What follows belongs to an exercise in optimizing a design on an open flow for small area; a production flow would make more cautious choices. In this exercise RTL edits were held to simulation tests only and were not proved equivalent to the original. No activity file was given, so power comes from the tool's default toggle rates. The flow treats the clock pin as an ideal source, which a real chip does not have.

// maxpool_2x2_16_channel
module maxpool_2x2_16_channel #(
  parameter int unsigned IMG_Width  = 16,
  parameter int unsigned IMG_Height = 16,
  parameter int unsigned Datawidth  = 32
) (
  input  logic                     clk,
  input  logic                     rst,
  input  logic                     valid_in,
  input  logic [Datawidth-1:0]     In_0,
  input  logic [Datawidth-1:0]     In_1,
  input  logic [Datawidth-1:0]     In_2,
  input  logic [Datawidth-1:0]     In_3,
  input  logic [Datawidth-1:0]     In_4,
  input  logic [Datawidth-1:0]     In_5,
  input  logic [Datawidth-1:0]     In_6,
  input  logic [Datawidth-1:0]     In_7,
  input  logic [Datawidth-1:0]     In_8,
  input  logic [Datawidth-1:0]     In_9,
  input  logic [Datawidth-1:0]     In_10,
  input  logic [Datawidth-1:0]     In_11,
  input  logic [Datawidth-1:0]     In_12,
  input  logic [Datawidth-1:0]     In_13,
  input  logic [Datawidth-1:0]     In_14,
  input  logic [Datawidth-1:0]     In_15,
  output logic                     valid_out,
  output logic [Datawidth-1:0]     Out_0,
  output logic [Datawidth-1:0]     Out_1,
  output logic [Datawidth-1:0]     Out_2,
  output logic [Datawidth-1:0]     Out_3,
  output logic [Datawidth-1:0]     Out_4,
  output logic [Datawidth-1:0]     Out_5,
  output logic [Datawidth-1:0]     Out_6,
  output logic [Datawidth-1:0]     Out_7,
  output logic [Datawidth-1:0]     Out_8,
  output logic [Datawidth-1:0]     Out_9,
  output logic [Datawidth-1:0]     Out_10,
  output logic [Datawidth-1:0]     Out_11,
  output logic [Datawidth-1:0]     Out_12,
  output logic [Datawidth-1:0]     Out_13,
  output logic [Datawidth-1:0]     Out_14,
  output logic [Datawidth-1:0]     Out_15
);
Size: about 7500 cells after synthesis, ~150000 µm² of cells after synthesis.
Settings: LEC_CHECK=0, CAP_MARGIN=20, CORE_MARGIN=2, CORE_UTILIZATION=70, CTS_CLUSTER_DIAMETER=150, CTS_CLUSTER_SIZE=30, PLACE_DENSITY=0.8, SLEW_MARGIN=20; clock period 8.0 ns.
run.sh (not shown) runs the stock make flow with config.mk's settings and CLKGATE_MAP_FILE= SYNTH_SCRIPT=/design/flow/synth_recipe.tcl, a recipe that flattens the netlist after the stock synthesis.
The starting point finished with timing, DRC and antenna clean.
Then changed:
==> flow/flow/run.sh (new file) <==
#!/bin/bash
# Standard ORFS layout (the standard.sh, unchanged synthesis) with two placement/CTS options:
# port buffers use the smallest buffer cell, and CTS inserts no dummy loads.
set -o pipefail
cp standard.sh standard_sh_copy.log
export BUFFER_PORTS_ARGS="-buffer_cell sky130_fd_sc_hd__buf_1"
export CTS_ARGS="-sink_clustering_enable -repair_clock_nets -dont_use_dummy_load -sink_clustering_size 30 -sink_clustering_max_diameter 150"
bash standard.sh > standard.log 2>&1
==> flow/standard.sh (new file) <==
#!/bin/bash
# synth_recipe.tcl (not shown) runs the flow's synth.tcl, then flattens the netlist and writes it again
# the make line also repeats each setting of config.mk as NAME=value (left out here)
make -C /OpenROAD-flow-scripts/flow DESIGN_CONFIG=/design/flow/config.mk WORK_HOME=/design/flow/orfs CLKGATE_MAP_FILE= SYNTH_SCRIPT=/design/flow/synth_recipe.tcl "${@:-finish}"
removed: flow/run.sh
Effect: The new run completed with no timing, DRC or antenna violations. Design area is lower by about 4%. Final cell count hardly moves. Power is lower by 2.7%. Maximum frequency is higher by 14%.

========
== orange ==
maxpool_2x2_16_channel, a different RTL version from the one above (not shown whole).
Size in the first run: roughly 1000 I/O pins.
Settings: LEC_CHECK=0, CAP_MARGIN=20, CORE_MARGIN=2, CORE_UTILIZATION=70, CTS_CLUSTER_DIAMETER=120, CTS_CLUSTER_SIZE=28, PLACE_DENSITY=0.8, SLEW_MARGIN=20, SYNTH_HIERARCHICAL=1; clock period 8.0 ns.
standard.sh (not shown) runs the stock make flow with config.mk's settings and CLKGATE_MAP_FILE= SYNTH_SCRIPT=/design/flow/synth_recipe.tcl, a recipe that flattens the netlist after the stock synthesis.
==> flow/flow/run.sh <==
#!/bin/bash
# Standard ORFS layout (the standard.sh, unchanged synthesis) with two placement/CTS options:
# port buffers use the smallest buffer cell, and CTS inserts no dummy loads.
set -o pipefail
cp standard.sh standard_sh_copy.log
export BUFFER_PORTS_ARGS="-buffer_cell sky130_fd_sc_hd__buf_1"
export CTS_ARGS="-sink_clustering_enable -repair_clock_nets -dont_use_dummy_load -sink_clustering_size 28 -sink_clustering_max_diameter 120"
bash standard.sh > standard.log 2>&1
Per the final summary, orange finished and its layout is clean on timing, DRC and antenna.
Here is what was changed in the inputs of green compared with orange.
- CTS_CLUSTER_SIZE: 28 -> 30
- CTS_CLUSTER_DIAMETER: 120 -> 100
==> flow/flow/run.sh <==
#!/bin/bash
# Standard ORFS layout (the standard.sh, unchanged synthesis) with two placement/CTS options:
# port buffers use the smallest buffer cell, and CTS inserts no dummy loads.
set -o pipefail
cp standard.sh standard_sh_copy.log
export BUFFER_PORTS_ARGS="-buffer_cell sky130_fd_sc_hd__buf_1"
export CTS_ARGS="-sink_clustering_enable -repair_clock_nets -dont_use_dummy_load -sink_clustering_size 30 -sink_clustering_max_diameter 100"
bash standard.sh > standard.log 2>&1
==> comparison <==
- Compared orange against green; data arrival time of the critical path within noise.
- Going from orange to green, first-iteration DRC count went up, area added between synthesis and finish went down, minimum setup slack in the final design went down.
- Any difference in core utilization between orange and green is small enough to ignore.

[what the ideal ports hide]
In the flow no input, the clock included, has a driving cell. The finished layouts below were timed again as built, in two steps.
Step 1 assumes that a clkbuf_16 drives the clock port and a buf_2 every other input.
Step 2 moves the port delays by t, midway between the first and last clock arrival at a register: inputs arrive t later, outputs are due t later. That takes back most of the time a late clock gives input paths.
Three values: no drivers, after step 1, after step 2; two values: the first two.
run	t, ns	slack for setup (ns)	clock arrival spread, ns	slew at the worst register clock pin (ns)	pins driven straight from the clock port
the first run of note 1	0.943	2.597 / 2.630 / 1.688	0.037 / 0.037	0.12 / 0.12	1
the second run of note 1	0.903	3.240 / 3.312 / 2.409	0.071 / 0.072	0.12 / 0.12	1
orange	0.936	1.888 / 1.880 / 0.944	0.035 / 0.036	0.11 / 0.11	1
green	0.934	1.863 / 1.880 / 0.945	0.045 / 0.045	0.11 / 0.11	1
After both steps every run listed still meets setup and hold. For orange, which loses most, drivers alone change the setup slack by -0.008 ns; drivers and shift together by -0.944 ns.
